From an optimization exercise on the open Yosys and OpenROAD flow, aimed at small area, a short achievable clock period and few clock cycles per item; shortcuts taken in it are not production practice. Only simulation tests tie the RTL to the original design; equivalence was not proved.

==> inputs of job 7750 <==
==> flow/design.v <==
`default_nettype none
package smalu_pkg;
   localparam int MagWidth   = 32;
   localparam int ShiftBits  = $clog2(MagWidth);
   localparam int OpWidth    = 4;
   localparam logic [MagWidth-1:0] MagLimit = MagWidth'(MagWidth);
   localparam logic [OpWidth-1:0] OpAdd  = 4'd0;
   localparam logic [OpWidth-1:0] OpSub  = 4'd1;
   localparam logic [OpWidth-1:0] OpMul  = 4'd2;
   localparam logic [OpWidth-1:0] OpAnd  = 4'd3;
   localparam logic [OpWidth-1:0] OpOr   = 4'd4;
   localparam logic [OpWidth-1:0] OpXor  = 4'd5;
   localparam logic [OpWidth-1:0] OpShl  = 4'd6;
   localparam logic [OpWidth-1:0] OpShr  = 4'd7;
   localparam logic [OpWidth-1:0] OpNot  = 4'd8;
   localparam logic [OpWidth-1:0] OpNeg  = 4'd9;
   localparam logic [OpWidth-1:0] OpPass = 4'd10;
   localparam logic [OpWidth-1:0] OpInc  = 4'd11;
   localparam logic [OpWidth-1:0] OpDec  = 4'd12;
   localparam logic [OpWidth-1:0] OpCmp  = 4'd13;
   typedef struct packed {
      logic [OpWidth-1:0]  op;
      logic                a_sign;
      logic [MagWidth-1:0] a_mag;
      logic                b_sign;
      logic [MagWidth-1:0] b_mag;
   } req_type;
   typedef struct packed {
      logic                result_sign;
      logic [MagWidth-1:0] result_mag;
      logic                overflow;
      logic                less;
      logic                equal;
      logic                greater;
   } rsp_type;
endpackage
`default_nettype wire
`default_nettype none
module smalu_mul_step #(
   parameter int K = 4
) (
   input  wire  [31:0]  am,        
   input  wire  [K-1:0] dig,       
   input  wire  [31:0]  acc_s,     
   input  wire  [31:0]  acc_c,
   input  wire          acc_ci,    
   output logic [31:0]  nxt_s,
   output logic [31:0]  nxt_c,
   output logic         nxt_ci,
   output logic [K-1:0] low,       
   output logic         hi_nz      
);
   localparam int X = 32 + K + 1;
   function automatic logic [2*X-1:0] csa(input logic [X-1:0] a, input logic [X-1:0] b,
                                          input logic [X-1:0] c);
      logic [X-1:0] s, m;
      s = a ^ b ^ c;
      m = (a & b) | (a & c) | (b & c);
      csa = {s, m << 1};
   endfunction
   logic [X-1:0] pp [0:K-1];
   logic [X-1:0] fs, fc;
   always_comb begin
      for (int j = 0; j < K; j++) pp[j] = X'({32{dig[j]}} & am) << j;
   end
   logic [X-1:0] s1, c1, s2, c2, s3, c3;
   assign {s1, c1} = csa(X'(acc_s), X'(acc_c), pp[0]);
   assign {s2, c2} = csa(pp[1], pp[2], pp[3]);
   assign {s3, c3} = csa(s1, c1, s2);
   assign {fs, fc} = csa(s3, c3, c2);
   logic [K:0] lsum;
   assign lsum   = {1'b0, fs[K-1:0]} + {1'b0, fc[K-1:0]} + (K+1)'(acc_ci);
   assign low    = lsum[K-1:0];
   assign nxt_ci = lsum[K];
   assign nxt_s  = fs[K+31:K];
   assign nxt_c  = fc[K+31:K];
   logic [K:0]     acc_lo;
   logic [31:K]    hz;
   logic [2*K:0]   lo_sum;
   assign acc_lo = {1'b0, acc_s[K-1:0]} + {1'b0, acc_c[K-1:0]} + (K+1)'(acc_ci);
   assign hz     = (acc_s[31:K] ^ acc_c[31:K]) ^ {acc_s[30:K] | acc_c[30:K], acc_lo[K]};
   assign lo_sum  = (2*K+1)'(acc_lo[K-1:0]) + (2*K+1)'(am[K-1:0]) * (2*K+1)'(dig);
   assign hi_nz  = (|hz) | ((|am[31:K]) & (|dig)) | (|lo_sum[2*K:K]);
endmodule
module smalu_core (
   input  smalu_pkg::req_type req,
   input  wire                inv,       
   input  wire                big,       
   input  wire                a_nz,      
   input  wire                b_nz,      
   input  wire  [31:0]        mul_lo,    
   input  wire                mul_hnz,   
   output smalu_pkg::rsp_type rsp
);
   localparam int W = smalu_pkg::MagWidth;
   logic [3:0]   op;
   logic         as, bs;
   logic [W-1:0] am, yb;
   assign op = req.op;
   assign as = req.a_sign;
   assign am = req.a_mag;
   assign bs = req.b_sign;
   assign yb = req.b_mag;
   logic op_mul, op_and, op_or, op_xor, op_shl, op_shr;
   logic op_not, op_neg, op_pass, op_cmp, op_arith;
   assign op_mul   = op == smalu_pkg::OpMul;
   assign op_and   = op == smalu_pkg::OpAnd;
   assign op_or    = op == smalu_pkg::OpOr;
   assign op_xor   = op == smalu_pkg::OpXor;
   assign op_shl   = op == smalu_pkg::OpShl;
   assign op_shr   = op == smalu_pkg::OpShr;
   assign op_not   = op == smalu_pkg::OpNot;
   assign op_neg   = op == smalu_pkg::OpNeg;
   assign op_pass  = op == smalu_pkg::OpPass;
   assign op_cmp   = op == smalu_pkg::OpCmp;
   assign op_arith = (op == smalu_pkg::OpAdd) | (op == smalu_pkg::OpSub) |
                     (op == smalu_pkg::OpInc) | (op == smalu_pkg::OpDec);
   logic [W-1:0] p, g;
   logic [W-1:0] gg, pp;    
   assign p = am ^ yb;
   assign g = am & yb;
   always_comb begin
      logic [W-1:0] gt, pt;
      gt = g;
      pt = p;
      for (int l = 0; l < 5; l++) begin
         logic [W-1:0] gn, pn;
         gn = gt;
         pn = pt;
         for (int i = 0; i < W; i++) begin
            if (i >= (1 << l)) begin
               gn[i] = gt[i] | (pt[i] & gt[i - (1 << l)]);
               pn[i] = pt[i] & pt[i - (1 << l)];
            end
         end
         gt = gn;
         pt = pn;
      end
      gg = gt;
      pp = pt;
   end
   logic [W-1:0] s0, s1;
   logic         c0, c1;
   assign s0 = p ^ {gg[W-2:0], 1'b0};
   assign s1 = p ^ ({gg[W-2:0], 1'b0} | {pp[W-2:0], 1'b1});
   assign c0 = gg[W-1];
   assign c1 = gg[W-1] | pp[W-1];
   logic         add_rs, add_ov, add_nz;
   logic [W-1:0] add_rm, zq;
   assign add_rm = inv ? (c1 ? s1 : ~s0) : s0;
   assign add_ov = ~inv & c0;
   assign add_rs = as ^ (inv & ~c1);
   assign zq     = inv ? ~p : (p ^ {am[W-2:0] | yb[W-2:0], 1'b0});
   assign add_nz = |zq;
   logic as_n, bs_n, eq_mag, gt_mag, lt, eq, gt;
   assign as_n   = as & a_nz;
   assign bs_n   = bs & b_nz;
   assign eq_mag = &p;
   assign gt_mag = c1 & ~eq_mag;
   always_comb begin
      lt = 1'b0;
      eq = 1'b0;
      gt = 1'b0;
      if (as_n != bs_n) begin
         lt = as_n;
         gt = ~as_n;
      end else if (eq_mag) begin
         eq = 1'b1;
      end else begin
         gt = gt_mag ^ as_n;
         lt = ~gt;
      end
   end
   logic [4:0]   sh;
   logic [W-1:0] sout, sout_rev, keep;
   assign sh   = yb[4:0];
   assign sout = am >> sh;
   always_comb begin
      for (int i = 0; i < W; i++) sout_rev[i] = sout[W-1-i];
   end
   assign keep = {W{1'b1}} << sh;    
   logic shl_ov, sh_nz;
   assign shl_ov = big ? a_nz : |(am & ~keep);
   assign sh_nz  = ~big & |(am & keep);
   logic [W-1:0] rm;
   logic         ov, rs;
   assign rm = ({W{op_arith}} & add_rm) |
               ({W{op_mul}} & mul_lo) |
               ({W{op_and}} & (am & yb)) |
               ({W{op_or}} & (am | yb)) |
               ({W{op_xor}} & (am ^ yb)) |
               ({W{op_shl & ~big}} & sout_rev) |
               ({W{op_shr & ~big}} & sout) |
               ({W{op_not}} & ~am) |
               ({W{op_neg | op_pass}} & am);
   assign ov = (op_arith & add_ov) | (op_mul & mul_hnz) | (op_shl & shl_ov);
   assign rs = (op_arith & add_rs & add_nz) |
               (op_mul & (as ^ bs) & |mul_lo) |
               (op_and & (as & bs) & |(am & yb)) |
               (op_or & (as | bs) & (a_nz | b_nz)) |
               (op_xor & (as ^ bs) & |(am ^ yb)) |
               ((op_shl | op_shr) & as & sh_nz) |
               (op_not & ~as & ~&am) |
               (op_neg & ~as & a_nz) |
               (op_pass & as & a_nz);
   assign rsp.result_sign = rs;
   assign rsp.result_mag  = rm;
   assign rsp.overflow    = ov;
   assign rsp.less        = op_cmp & lt;
   assign rsp.equal       = op_cmp & eq;
   assign rsp.greater     = op_cmp & gt;
endmodule
`default_nettype wire
`default_nettype none
module sign_magnitude_alu (
   input  wire         clock,
   input  wire         reset,
   input  wire         start,
   output logic        busy,
   input  wire  [69:0] req_item,
   output logic        rsp_strobe,
   output logic [36:0] rsp_item
);
   localparam int K        = 4;            
   localparam int MulSteps = 32 / K;
   localparam int StepW    = $clog2(MulSteps);
   logic               req_valid_ff;
   logic               mul_busy_ff;
   logic [StepW-1:0]   step_ff;
   smalu_pkg::req_type req_ff;
   logic               inv_ff, big_ff, a_nz_ff, b_nz_ff;
   logic [31:0]        acc_s_ff, acc_c_ff;
   logic               acc_ci_ff;
   smalu_pkg::rsp_type rsp_ff, rsp_in;
   logic               rsp_valid_ff;
   smalu_pkg::req_type req_new, req_set;
   logic               new_inv, new_incdec;
   logic [31:0]        new_y, a_rev;
   assign req_new = smalu_pkg::req_type'(req_item);
   always_comb begin
      new_incdec = (req_new.op == smalu_pkg::OpInc) | (req_new.op == smalu_pkg::OpDec);
      unique case (req_new.op)
         smalu_pkg::OpAdd: new_inv = req_new.a_sign ^ req_new.b_sign;
         smalu_pkg::OpSub: new_inv = ~(req_new.a_sign ^ req_new.b_sign);
         smalu_pkg::OpInc: new_inv = req_new.a_sign;
         smalu_pkg::OpDec: new_inv = ~req_new.a_sign;
         smalu_pkg::OpCmp: new_inv = 1'b1;
         default:          new_inv = 1'b0;
      endcase
      for (int i = 0; i < 32; i++) a_rev[i] = req_new.a_mag[31-i];
   end
   assign new_y = new_incdec ? 32'd1 : req_new.b_mag;
   always_comb begin
      req_set       = req_new;
      req_set.b_mag = new_y ^ {32{new_inv}};
      if (req_new.op == smalu_pkg::OpShl) req_set.a_mag = a_rev;
   end
   logic [31:0]  nxt_s, nxt_c;
   logic         nxt_ci, hi_nz;
   logic [K-1:0] low;
   smalu_mul_step #(.K(K)) u_step (
      .am     (req_ff.a_mag),
      .dig    (req_ff.b_mag[K-1:0]),
      .acc_s  (acc_s_ff),
      .acc_c  (acc_c_ff),
      .acc_ci (acc_ci_ff),
      .nxt_s  (nxt_s),
      .nxt_c  (nxt_c),
      .nxt_ci (nxt_ci),
      .low    (low),
      .hi_nz  (hi_nz)
   );
   assign busy = mul_busy_ff;
   always_ff @(posedge clock) begin
      if (!mul_busy_ff) begin
         req_ff       <= req_set;
         inv_ff       <= new_inv;
         big_ff       <= |req_new.b_mag[31:5];
         a_nz_ff      <= |req_new.a_mag;
         b_nz_ff      <= |req_new.b_mag;
         req_valid_ff <= start;
         mul_busy_ff  <= start & (req_new.op == smalu_pkg::OpMul);
         step_ff      <= '0;
         acc_s_ff     <= '0;
         acc_c_ff     <= '0;
         acc_ci_ff    <= 1'b0;
      end else begin
         req_ff.b_mag <= {low, req_ff.b_mag[31:K]};
         acc_s_ff     <= nxt_s;
         acc_c_ff     <= nxt_c;
         acc_ci_ff    <= nxt_ci;
         step_ff      <= step_ff + 1'b1;
         mul_busy_ff  <= (step_ff != StepW'(MulSteps - 2));
      end
      if (reset) begin
         req_valid_ff <= 1'b0;
         mul_busy_ff  <= 1'b0;
      end
   end
   smalu_core u_core (
      .req     (req_ff),
      .inv     (inv_ff),
      .big     (big_ff),
      .a_nz    (a_nz_ff),
      .b_nz    (b_nz_ff),
      .mul_lo  ({low, req_ff.b_mag[31:K]}),
      .mul_hnz (hi_nz),
      .rsp     (rsp_in)
   );
   always_ff @(posedge clock) begin
      if (reset) begin
         rsp_valid_ff <= 1'b0;
      end else begin
         rsp_valid_ff <= req_valid_ff & ~mul_busy_ff;
      end
      rsp_ff <= rsp_in;
   end
   assign rsp_strobe = rsp_valid_ff;
   assign rsp_item   = rsp_ff;
endmodule
`default_nettype wire
==> flow/flow/run.sh <==
#!/bin/bash
# The standard layout (standard.sh: unchanged synthesis, floorplan, placement, CTS,
# routing), with timing repair aimed below the clock period: ORFS's repair_timing steps
# work towards a setup slack of SETUP_SLACK_MARGIN ns instead of 0, so the layout's
# achieved period ends near (period - margin). The SDC and every other setting are the standard flow's.
# make's full output goes to standard_make.log in the work folder; ORFS keeps each step's
# log under orfs/logs/.
set -euo pipefail
cd "$(dirname "$0")/.."
bash standard.sh SETUP_SLACK_MARGIN=7.2 finish > standard_make.log 2>&1
==> flow/standard.sh <==
#!/bin/bash
# synth_recipe.tcl (not shown) runs the flow's synth.tcl, then flattens the netlist and writes it again
# the make line also repeats each setting of config.mk as NAME=value (left out here)
make -C /OpenROAD-flow-scripts/flow DESIGN_CONFIG=/design/flow/config.mk WORK_HOME=/design/flow/orfs CLKGATE_MAP_FILE= SYNTH_SCRIPT=/design/flow/synth_recipe.tcl "${@:-finish}"
==> flow/config.mk <==
export PLATFORM = sky130hd
export DESIGN_NAME = sign_magnitude_alu
export DESIGN_NICKNAME = sign_magnitude_alu
export VERILOG_FILES = /design/flow/design.v
export SDC_FILE = /design/flow/constraint.sdc
export NUM_CORES = 4
export LEC_CHECK = 0
export CAP_MARGIN = 20
export CORE_MARGIN = 2
export CORE_UTILIZATION = 40
export SLEW_MARGIN = 20
==> flow/constraint.sdc <==
create_clock -name core_clock -period 11.0 [get_ports {clock}]
set_input_delay 2.2000 -clock core_clock [delete_from_list [all_inputs] [get_ports {clock}]]
set_output_delay 2.2000 -clock core_clock [all_outputs]
set_load 0.01 [all_outputs]
==> job 4187: changes against job 7750 <==
--- a/flow/design.v
+++ b/flow/design.v
@@ -49,4 +49,3 @@
    output logic         nxt_ci,
-   output logic [K-1:0] low,       
-   output logic         hi_nz      
+   output logic [K-1:0] low        
 );
@@ -76,9 +75,2 @@
    assign nxt_c  = fc[K+31:K];
-   logic [K:0]     acc_lo;
-   logic [31:K]    hz;
-   logic [2*K:0]   lo_sum;
-   assign acc_lo = {1'b0, acc_s[K-1:0]} + {1'b0, acc_c[K-1:0]} + (K+1)'(acc_ci);
-   assign hz     = (acc_s[31:K] ^ acc_c[31:K]) ^ {acc_s[30:K] | acc_c[30:K], acc_lo[K]};
-   assign lo_sum  = (2*K+1)'(acc_lo[K-1:0]) + (2*K+1)'(am[K-1:0]) * (2*K+1)'(dig);
-   assign hi_nz  = (|hz) | ((|am[31:K]) & (|dig)) | (|lo_sum[2*K:K]);
 endmodule
@@ -90,4 +82,6 @@
    input  wire                b_nz,      
-   input  wire  [31:0]        mul_lo,    
-   input  wire                mul_hnz,   
+   input  wire                mul_short,   
+   input  wire  [31:0]        acc_s,       
+   input  wire  [31:0]        acc_c,
+   input  wire                acc_ci,
    output smalu_pkg::rsp_type rsp
@@ -184,2 +178,9 @@
    assign sh_nz  = ~big & |(am & keep);
+   logic [16:0]  acc_lo;
+   logic [W-1:0] mul_rm;
+   logic         mul_ov;
+   assign acc_lo = {1'b0, acc_s[15:0]} + {1'b0, acc_c[15:0]} + 17'(acc_ci);
+   assign mul_rm = mul_short ? {acc_lo[15:0], yb[31:16]} : yb;
+   assign mul_ov = (|acc_s[31:16]) | (|acc_c[31:16]) |
+                   (mul_short ? acc_lo[16] : ((|acc_s[15:0]) | (|acc_c[15:0]) | acc_ci));
    logic [W-1:0] rm;
@@ -187,3 +188,3 @@
    assign rm = ({W{op_arith}} & add_rm) |
-               ({W{op_mul}} & mul_lo) |
+               ({W{op_mul}} & mul_rm) |
                ({W{op_and}} & (am & yb)) |
@@ -195,5 +196,5 @@
                ({W{op_neg | op_pass}} & am);
-   assign ov = (op_arith & add_ov) | (op_mul & mul_hnz) | (op_shl & shl_ov);
+   assign ov = (op_arith & add_ov) | (op_mul & mul_ov) | (op_shl & shl_ov);
    assign rs = (op_arith & add_rs & add_nz) |
-               (op_mul & (as ^ bs) & |mul_lo) |
+               (op_mul & (as ^ bs) & |mul_rm) |
                (op_and & (as & bs) & |(am & yb)) |
@@ -225,6 +226,8 @@
    localparam int MulSteps = 32 / K;
-   localparam int StepW    = $clog2(MulSteps);
+   localparam int StepW    = $clog2(MulSteps + 1);
    logic               req_valid_ff;
-   logic               mul_busy_ff;
-   logic [StepW-1:0]   step_ff;
+   logic               busy_ff;        
+   logic [StepW-1:0]   step_ff;        
+   logic               short_ff;       
+   logic               hold;
    smalu_pkg::req_type req_ff;
@@ -258,3 +261,3 @@
    logic [31:0]  nxt_s, nxt_c;
-   logic         nxt_ci, hi_nz;
+   logic         nxt_ci;
    logic [K-1:0] low;
@@ -269,8 +272,11 @@
       .nxt_ci (nxt_ci),
-      .low    (low),
-      .hi_nz  (hi_nz)
+      .low    (low)
    );
-   assign busy = mul_busy_ff;
+   logic new_mul, new_short;
+   assign new_mul   = start & (req_new.op == smalu_pkg::OpMul);
+   assign new_short = ~|req_new.b_mag[31:16];
+   assign hold      = |step_ff;
+   assign busy      = busy_ff;
    always_ff @(posedge clock) begin
-      if (!mul_busy_ff) begin
+      if (!hold) begin
          req_ff       <= req_set;
@@ -281,4 +287,5 @@
          req_valid_ff <= start;
-         mul_busy_ff  <= start & (req_new.op == smalu_pkg::OpMul);
-         step_ff      <= '0;
+         short_ff     <= new_short;
+         busy_ff      <= new_mul;
+         step_ff      <= !new_mul ? '0 : new_short ? StepW'(MulSteps / 2) : StepW'(MulSteps);
          acc_s_ff     <= '0;
@@ -291,4 +298,4 @@
          acc_ci_ff    <= nxt_ci;
-         step_ff      <= step_ff + 1'b1;
-         mul_busy_ff  <= (step_ff != StepW'(MulSteps - 2));
+         step_ff      <= step_ff - 1'b1;
+         busy_ff      <= (step_ff != StepW'(1));
       end
@@ -296,3 +303,4 @@
          req_valid_ff <= 1'b0;
-         mul_busy_ff  <= 1'b0;
+         busy_ff      <= 1'b0;
+         step_ff      <= '0;
       end
@@ -305,4 +313,6 @@
       .b_nz    (b_nz_ff),
-      .mul_lo  ({low, req_ff.b_mag[31:K]}),
-      .mul_hnz (hi_nz),
+      .mul_short (short_ff),
+      .acc_s   (acc_s_ff),
+      .acc_c   (acc_c_ff),
+      .acc_ci  (acc_ci_ff),
       .rsp     (rsp_in)
@@ -313,3 +323,3 @@
       end else begin
-         rsp_valid_ff <= req_valid_ff & ~mul_busy_ff;
+         rsp_valid_ff <= req_valid_ff & ~hold;
       end
==> flow/flow/run.sh (replaced) <==
#!/bin/bash
# The standard layout (standard.sh: unchanged synthesis, floorplan, placement, CTS,
# routing) with two changes to how the layout is made:
#  - timing repair aimed below the clock period: ORFS's repair_timing steps work towards
#    a setup slack of SETUP_SLACK_MARGIN ns instead of 0, so the achieved period ends near
#    (period - margin);
#  - port buffers: every input and output still gets its own buffer, a buf_4 instead of
#    the slow delay-buffer cell buffer_ports picks by default.
# The SDC and every other setting are the standard flow's. make's full output goes to
# standard_make.log in the work folder; ORFS keeps each step's log under orfs/logs/.
set -euo pipefail
cd "$(dirname "$0")/.."
bash standard.sh SETUP_SLACK_MARGIN=7.6 \
  "BUFFER_PORTS_ARGS=-buffer_cell sky130_fd_sc_hd__buf_4" finish > standard_make.log 2>&1
- CORE_UTILIZATION: 40 -> 50
==> job 1427: changes against job 7750 <==
--- a/flow/design.v
+++ b/flow/design.v
@@ -49,4 +49,3 @@
    output logic         nxt_ci,
-   output logic [K-1:0] low,       
-   output logic         hi_nz      
+   output logic [K-1:0] low        
 );
@@ -76,9 +75,2 @@
    assign nxt_c  = fc[K+31:K];
-   logic [K:0]     acc_lo;
-   logic [31:K]    hz;
-   logic [2*K:0]   lo_sum;
-   assign acc_lo = {1'b0, acc_s[K-1:0]} + {1'b0, acc_c[K-1:0]} + (K+1)'(acc_ci);
-   assign hz     = (acc_s[31:K] ^ acc_c[31:K]) ^ {acc_s[30:K] | acc_c[30:K], acc_lo[K]};
-   assign lo_sum  = (2*K+1)'(acc_lo[K-1:0]) + (2*K+1)'(am[K-1:0]) * (2*K+1)'(dig);
-   assign hi_nz  = (|hz) | ((|am[31:K]) & (|dig)) | (|lo_sum[2*K:K]);
 endmodule
@@ -90,4 +82,6 @@
    input  wire                b_nz,      
-   input  wire  [31:0]        mul_lo,    
-   input  wire                mul_hnz,   
+   input  wire                mul_short,   
+   input  wire  [31:0]        acc_s,       
+   input  wire  [31:0]        acc_c,
+   input  wire                acc_ci,
    output smalu_pkg::rsp_type rsp
@@ -184,2 +178,9 @@
    assign sh_nz  = ~big & |(am & keep);
+   logic [16:0]  acc_lo;
+   logic [W-1:0] mul_rm;
+   logic         mul_ov;
+   assign acc_lo = {1'b0, acc_s[15:0]} + {1'b0, acc_c[15:0]} + 17'(acc_ci);
+   assign mul_rm = mul_short ? {acc_lo[15:0], yb[31:16]} : yb;
+   assign mul_ov = (|acc_s[31:16]) | (|acc_c[31:16]) |
+                   (mul_short ? acc_lo[16] : ((|acc_s[15:0]) | (|acc_c[15:0]) | acc_ci));
    logic [W-1:0] rm;
@@ -187,3 +188,3 @@
    assign rm = ({W{op_arith}} & add_rm) |
-               ({W{op_mul}} & mul_lo) |
+               ({W{op_mul}} & mul_rm) |
                ({W{op_and}} & (am & yb)) |
@@ -195,5 +196,5 @@
                ({W{op_neg | op_pass}} & am);
-   assign ov = (op_arith & add_ov) | (op_mul & mul_hnz) | (op_shl & shl_ov);
+   assign ov = (op_arith & add_ov) | (op_mul & mul_ov) | (op_shl & shl_ov);
    assign rs = (op_arith & add_rs & add_nz) |
-               (op_mul & (as ^ bs) & |mul_lo) |
+               (op_mul & (as ^ bs) & |mul_rm) |
                (op_and & (as & bs) & |(am & yb)) |
@@ -225,6 +226,8 @@
    localparam int MulSteps = 32 / K;
-   localparam int StepW    = $clog2(MulSteps);
+   localparam int StepW    = $clog2(MulSteps + 1);
    logic               req_valid_ff;
-   logic               mul_busy_ff;
-   logic [StepW-1:0]   step_ff;
+   logic               busy_ff;        
+   logic [StepW-1:0]   step_ff;        
+   logic               short_ff;       
+   logic               hold;
    smalu_pkg::req_type req_ff;
@@ -258,3 +261,3 @@
    logic [31:0]  nxt_s, nxt_c;
-   logic         nxt_ci, hi_nz;
+   logic         nxt_ci;
    logic [K-1:0] low;
@@ -269,8 +272,11 @@
       .nxt_ci (nxt_ci),
-      .low    (low),
-      .hi_nz  (hi_nz)
+      .low    (low)
    );
-   assign busy = mul_busy_ff;
+   logic new_mul, new_short;
+   assign new_mul   = start & (req_new.op == smalu_pkg::OpMul);
+   assign new_short = ~|req_new.b_mag[31:16];
+   assign hold      = |step_ff;
+   assign busy      = busy_ff;
    always_ff @(posedge clock) begin
-      if (!mul_busy_ff) begin
+      if (!hold) begin
          req_ff       <= req_set;
@@ -281,4 +287,5 @@
          req_valid_ff <= start;
-         mul_busy_ff  <= start & (req_new.op == smalu_pkg::OpMul);
-         step_ff      <= '0;
+         short_ff     <= new_short;
+         busy_ff      <= new_mul;
+         step_ff      <= !new_mul ? '0 : new_short ? StepW'(MulSteps / 2) : StepW'(MulSteps);
          acc_s_ff     <= '0;
@@ -291,4 +298,4 @@
          acc_ci_ff    <= nxt_ci;
-         step_ff      <= step_ff + 1'b1;
-         mul_busy_ff  <= (step_ff != StepW'(MulSteps - 2));
+         step_ff      <= step_ff - 1'b1;
+         busy_ff      <= (step_ff != StepW'(1));
       end
@@ -296,3 +303,4 @@
          req_valid_ff <= 1'b0;
-         mul_busy_ff  <= 1'b0;
+         busy_ff      <= 1'b0;
+         step_ff      <= '0;
       end
@@ -305,4 +313,6 @@
       .b_nz    (b_nz_ff),
-      .mul_lo  ({low, req_ff.b_mag[31:K]}),
-      .mul_hnz (hi_nz),
+      .mul_short (short_ff),
+      .acc_s   (acc_s_ff),
+      .acc_c   (acc_c_ff),
+      .acc_ci  (acc_ci_ff),
       .rsp     (rsp_in)
@@ -313,3 +323,3 @@
       end else begin
-         rsp_valid_ff <= req_valid_ff & ~mul_busy_ff;
+         rsp_valid_ff <= req_valid_ff & ~hold;
       end
==> flow/flow/run.sh (replaced) <==
#!/bin/bash
# The standard layout (standard.sh: unchanged synthesis, floorplan, placement, CTS,
# routing) with two changes to how the layout is made:
#  - timing repair aimed below the clock period: ORFS's repair_timing steps work towards
#    a setup slack of SETUP_SLACK_MARGIN ns instead of 0, so the achieved period ends near
#    (period - margin);
#  - port buffers: every input and output still gets its own buffer, a buf_4 instead of
#    the slow delay-buffer cell buffer_ports picks by default.
# The SDC and every other setting are the standard flow's. make's full output goes to
# standard_make.log in the work folder; ORFS keeps each step's log under orfs/logs/.
set -euo pipefail
cd "$(dirname "$0")/.."
bash standard.sh SETUP_SLACK_MARGIN=7.6 \
  "BUFFER_PORTS_ARGS=-buffer_cell sky130_fd_sc_hd__buf_4" finish > standard_make.log 2>&1
==> comparison table <==
| quantity | job 4187 | job 7750 | job 1427 |
|---|---|---|---|
| Post-synthesis instance area | 19500 µm² | 19600 µm² | 19500 µm² |
| Most common cell after layout, fill and taps aside | sky130_fd_sc_hd__nand2_1 | sky130_fd_sc_hd__inv_1 | sky130_fd_sc_hd__buf_4 |
| Non-clock buffer instance count of the final layout | 269 | 232 | 316 |
| Status | complete, no violations | complete, no violations | complete, no violations |
| HPWL after DPL | 70700 µm | 67200 µm | 73800 µm |
| Global-route track usage on met1 | 58.5% | 48.9% | 51.2% |
| Wire length after detailed routing | 98200 µm | 92700 µm | 99400 µm |
| Total instance count after detailed placement | 2935 | 3071 | 3049 |
| Fill count | 3392 | 4760 | 4619 |
| Largest stage delay, worst path | 0.83 ns | 0.70 ns | 0.70 ns |
| Worst slew pin tran | 1.25 ns | 1.20 ns | 1.25 ns |
| Layout Utilization | 60.5% | 47.7% | 50.1% |
| Number of tapcells | 518 | 622 | 615 |
| Synth Net Count | 2732 | 2772 | 2732 |
| Sequential cell area | 4130 µm² | 4060 µm² | 4130 µm² |
| Wire length of the first global-routing pass | 141000 µm | 134000 µm | 138000 µm |
| Synth Area in Adders | 18.9% | 21.0% | 18.9% |
| Setup Fix Bufs, Post-CTS | 58 | 42 | 39 |
| Drt first pass iters | 7 | 6 | 6 |
| Syn Inst Count | 2440 | 2448 | 2440 |
| Routed metal-1 wirelength | 36000 µm | 37300 µm | 39600 µm |
| Met2 Track Usage GR | 66.8% | 52.3% | 55.4% |
| Met3 GRT Util | 21.5% | 10.3% | 11.0% |
Testbench counts of job 7750, summed over its fixed seeds: cycles 23,167, items 16,000.
Testbench counts of job 4187, summed over its fixed seeds: cycles 21,296, items 16,000.
Testbench counts of job 1427, summed over its fixed seeds: cycles 21,296, items 16,000.

==> afterwards: timing with drivers on the ports <==
The flow's constraints put no driver on any port. The routed layouts listed below were extracted and timed again, unchanged, in two steps. Step 1 assumes that a clkbuf_16 drives the clock port and a buf_2 every other input. Step 2 also shifts input and output timing later by t, the mid clock arrival at the registers, as if the neighbouring blocks saw the same clock. a / b / c = ideal / step 1 / step 2; a / b = the first two.
run	t (ns)	setup slack, ns	slew at the worst register clock pin (ns)	cell pins on the clock port's net
job 7750	0.562	6.786 / 6.786 / 6.732	0.10 / 0.10	1
job 4187	0.572	7.412 / 7.412 / 7.114	0.09 / 0.09	1
job 1427	0.573	7.430 / 7.430 / 7.112	0.11 / 0.11	1
After both steps setup and hold are still met in every run listed. For job 1427, which loses most, drivers alone change the setup slack by 0.000 ns; drivers and shift together by -0.318 ns.
